What follows belongs to an exercise in optimizing a design on an open flow for a short achievable clock period and few clock cycles; a production flow would make more cautious choices.
The RTL was checked by simulation tests, not by an equivalence proof against the original design.
Power and IR drop assume default switching activity.

build 74:
// memory_writer
module memory_writer (
    input  logic                                CLK,
    input  logic                                RESET,
    input  mw_pkg::word_t                       s_tdata,
    input  logic                                s_tvalid,
    output logic                                s_tready,
    output mw_pkg::aw_beat_t                    aw,
    output logic                                awvalid,
    input  logic                                awready,
    output logic [2:0]                          awsize,
    output logic [1:0]                          awburst,
    output mw_pkg::w_beat_t                     w,
    output logic                                wvalid,
    input  logic                                wready,
    output logic [mw_pkg::BYTES_PER_WORD-1:0]   wstrb,
    input  logic                                bvalid,
    output logic                                bready,
    input  mw_pkg::mem_cfg_t                    cfg,
    input  logic                                run,
    input  logic                                stop,
    output logic                                status,
    output logic                                done,
    output mw_pkg::bytes_t                      transmitted_bytes,
    output mw_pkg::addr_t                       current_address
);
Settings: LEC_CHECK=0, ABC_CLOCK_PERIOD_IN_PS=2000, CAP_MARGIN=20, CORE_MARGIN=2, CORE_UTILIZATION=50, SETUP_SLACK_MARGIN=4.0, SLEW_MARGIN=20; clock period 6.0 ns.
standard.sh (not shown) runs the stock make flow with config.mk's settings and CLKGATE_MAP_FILE= SYNTH_SCRIPT=/design/flow/synth_recipe.tcl, a recipe that flattens the netlist after the stock synthesis.
==> flow/flow/run.sh <==
#!/bin/bash
# Own layout flow: the standard flow (standard.sh) with two changes to how
# the layout is made:
#  - every port buffer is a sky130_fd_sc_hd__buf_4 rather than the flow's
#    default pick (a delay cell);
#  - the slow many-input OR/NOR/AOI cells are added to the platform's
#    don't-use list, so synthesis and repair build logic from faster cells.
# Registers, their names and cell types are those of the standard synthesis.
# make's full output goes to flow_make.log here; ORFS keeps each step's log
# under orfs/logs/.
set -euo pipefail
PLATFORM_DONT_USE="$(sed -n '/^export DONT_USE_CELLS/,/^#/p' "$FLOW_HOME/platforms/sky130hd/config.mk" \
  | grep -o 'sky130_fd_sc_hd__[a-z0-9_]*' | tr '\n' ' ')"
SLOW=""
for c in $(cat flow/slow_cells.txt); do SLOW="$SLOW $c"; done
bash standard.sh \
  "BUFFER_PORTS_ARGS=-buffer_cell sky130_fd_sc_hd__buf_4" \
  "DONT_USE_CELLS=$PLATFORM_DONT_USE$SLOW" \
  finish > flow_make.log 2>&1
==> flow/flow/slow_cells.txt <==
sky130_fd_sc_hd__a2111o_1
sky130_fd_sc_hd__a2111o_2
sky130_fd_sc_hd__a2111o_4
sky130_fd_sc_hd__a2111oi_0
sky130_fd_sc_hd__a2111oi_1
sky130_fd_sc_hd__a2111oi_2
sky130_fd_sc_hd__a2111oi_4
sky130_fd_sc_hd__a311o_1
sky130_fd_sc_hd__a311o_2
sky130_fd_sc_hd__a311o_4
sky130_fd_sc_hd__a311oi_1
sky130_fd_sc_hd__a311oi_2
sky130_fd_sc_hd__a311oi_4
sky130_fd_sc_hd__a41o_1
sky130_fd_sc_hd__a41o_2
sky130_fd_sc_hd__a41o_4
sky130_fd_sc_hd__a41oi_1
sky130_fd_sc_hd__a41oi_2
sky130_fd_sc_hd__a41oi_4
sky130_fd_sc_hd__nor3_1
sky130_fd_sc_hd__nor3_2
sky130_fd_sc_hd__nor3_4
sky130_fd_sc_hd__nor3b_1
sky130_fd_sc_hd__nor3b_2
sky130_fd_sc_hd__nor3b_4
sky130_fd_sc_hd__nor4_1
sky130_fd_sc_hd__nor4_2
sky130_fd_sc_hd__nor4_4
sky130_fd_sc_hd__nor4b_1
sky130_fd_sc_hd__nor4b_2
sky130_fd_sc_hd__nor4b_4
sky130_fd_sc_hd__nor4bb_1
sky130_fd_sc_hd__nor4bb_2
sky130_fd_sc_hd__nor4bb_4
sky130_fd_sc_hd__o2111a_1
sky130_fd_sc_hd__o2111a_2
sky130_fd_sc_hd__o2111a_4
sky130_fd_sc_hd__o2111ai_1
sky130_fd_sc_hd__o2111ai_2
sky130_fd_sc_hd__o2111ai_4
sky130_fd_sc_hd__o311a_1
sky130_fd_sc_hd__o311a_2
sky130_fd_sc_hd__o311a_4
sky130_fd_sc_hd__o311ai_0
sky130_fd_sc_hd__o311ai_1
sky130_fd_sc_hd__o311ai_2
sky130_fd_sc_hd__o311ai_4
sky130_fd_sc_hd__o41a_1
sky130_fd_sc_hd__o41a_2
sky130_fd_sc_hd__o41a_4
sky130_fd_sc_hd__o41ai_1
sky130_fd_sc_hd__o41ai_2
sky130_fd_sc_hd__o41ai_4
sky130_fd_sc_hd__or3_1
sky130_fd_sc_hd__or3_2
sky130_fd_sc_hd__or3_4
sky130_fd_sc_hd__or3b_1
sky130_fd_sc_hd__or3b_2
sky130_fd_sc_hd__or3b_4
sky130_fd_sc_hd__or4_1
sky130_fd_sc_hd__or4_2
sky130_fd_sc_hd__or4_4
sky130_fd_sc_hd__or4b_1
sky130_fd_sc_hd__or4b_2
sky130_fd_sc_hd__or4b_4
sky130_fd_sc_hd__or4bb_1
sky130_fd_sc_hd__or4bb_2
sky130_fd_sc_hd__or4bb_4
sky130_fd_sc_hd__fa_1
sky130_fd_sc_hd__fa_2
sky130_fd_sc_hd__fa_4
sky130_fd_sc_hd__fah_1
sky130_fd_sc_hd__fahcin_1
sky130_fd_sc_hd__fahcon_1
sky130_fd_sc_hd__ha_1
sky130_fd_sc_hd__ha_2
sky130_fd_sc_hd__ha_4
sky130_fd_sc_hd__maj3_1
sky130_fd_sc_hd__maj3_2
sky130_fd_sc_hd__maj3_4
The final layout from build 74, which completed every stage, passed the timing, DRC and antenna checks at the end of the flow.
Testbench counts of build 74, summed over its fixed seeds: cycles 82,609.
> inputs changed (build 74 -> build 56)
--- a/flow/config.mk
+++ b/flow/config.mk
@@ -11,2 +11,2 @@
-export CORE_UTILIZATION = 50
-export SETUP_SLACK_MARGIN = 4.0
+export CORE_UTILIZATION = 45
+export SETUP_SLACK_MARGIN = 3.6
Findings:
Reported for build 56 and build 74, count of pins on the block boundary turned out identical to the last digit. Lower worst ir drop on vdd goes to build 74 over build 56. Taking build 74 as the reference, in build 56 share of the core filled with cells now smaller; worst slack at placement now larger.
Changes in build 86 relative to build 56:
--- a/flow/config.mk
+++ b/flow/config.mk
@@ -12 +12 @@
-export SETUP_SLACK_MARGIN = 3.6
+export SETUP_SLACK_MARGIN = 3.8
### Flow results
- Diff build 56 -> build 86: non-clock buffer count higher, clock latency reported for the late side of the worst-skew pair roughly the same, worst setup margin lower, routed wire length higher, critical path's largest stage delay higher.
- Summary of the comparison: area growth from synthesis to final layout is higher in build 86, relative to build 56.
Setup changes, build 86 to build 14
--- a/flow/config.mk
+++ b/flow/config.mk
@@ -11 +11 @@
-export CORE_UTILIZATION = 45
+export CORE_UTILIZATION = 55
Results
[diff] first-pass GRT wire length, build 14 relative to build 86: improvement
Comparing build 86 against build 14, there is no change at all in total I/O pin count.
Compared with build 86, in build 14 global placer's final weighted congestion increased about 1.8%; share of the core filled with cells higher; share of the clock period used by the worst path after layout decreased by 1.2 points relative to the old numbers; ratio of total power to cell area closely matched the old numbers.
Comparing build 86 and build 14, post-route standard cell area excluding fillers is lower on build 14.
Build 14 vs build 86 — detailed route wirelength on metal3 dropped by more than 10%
Of the two candidates, build 86 has the worse achievable clock frequency and build 14 the better one.
[inputs] build 13 vs build 14
--- a/flow/flow/slow_cells.txt
+++ b/flow/flow/slow_cells.txt
@@ -80,0 +81,18 @@
+sky130_fd_sc_hd__and4_1
+sky130_fd_sc_hd__and4_2
+sky130_fd_sc_hd__and4_4
+sky130_fd_sc_hd__and4b_1
+sky130_fd_sc_hd__and4b_2
+sky130_fd_sc_hd__and4b_4
+sky130_fd_sc_hd__and4bb_1
+sky130_fd_sc_hd__and4bb_2
+sky130_fd_sc_hd__and4bb_4
+sky130_fd_sc_hd__nand4_1
+sky130_fd_sc_hd__nand4_2
+sky130_fd_sc_hd__nand4_4
+sky130_fd_sc_hd__nand4b_1
+sky130_fd_sc_hd__nand4b_2
+sky130_fd_sc_hd__nand4b_4
+sky130_fd_sc_hd__nand4bb_1
+sky130_fd_sc_hd__nand4bb_2
+sky130_fd_sc_hd__nand4bb_4
--- a/flow/config.mk
+++ b/flow/config.mk
@@ -12 +12 @@
-export SETUP_SLACK_MARGIN = 3.8
+export SETUP_SLACK_MARGIN = 3.6
Findings:
Diff build 14 -> build 13 | number of global-route vias before repair | down slightly
Looking at the reports, build 14 completed the entire flow and the layout it produced met the timing, DRC and antenna checks.
Build 13 reached the end of the flow, and the finished layout is clean on the timing, DRC and antenna checks.
[compare] base=build 14 new=build 13: combinational power now sits lower; internal power consumption now sits lower.

static timing again, ports no longer ideal:
The flow's constraints put no driver on any port. The routed layouts listed below were extracted and timed again, unchanged, in two steps. Step 1 sets driving cells, clkbuf_16 on the clock port and buf_2 on the other inputs (assumed; they add their load-dependent delay and slew). Step 2 also shifts input and output timing later by t, the mid clock arrival at the registers, as if the neighbouring blocks saw the same clock. a / b / c = ideal ports / drivers / drivers and shift; a / b = the first two.
| run | shift t [ns] | slack for setup (ns) | worst setup path at the end |
|---|---|---|---|
| build 74 | 0.821 | 3.506 / 3.464 / 2.648 | input to register |
| build 56 | 0.838 | 3.482 / 3.444 / 2.623 | input to register |
| build 86 | 0.836 | 3.407 / 3.414 / 2.578 | input to register |
| build 14 | 0.815 | 3.481 / 3.457 / 2.672 | input to register |
| build 13 | 0.830 | 3.443 / 3.451 / 2.621 | input to register |
After both steps every run listed still meets setup and hold. The setup slack of build 56, which loses most, moves by -0.038 ns with the drivers and by -0.859 ns with both steps.
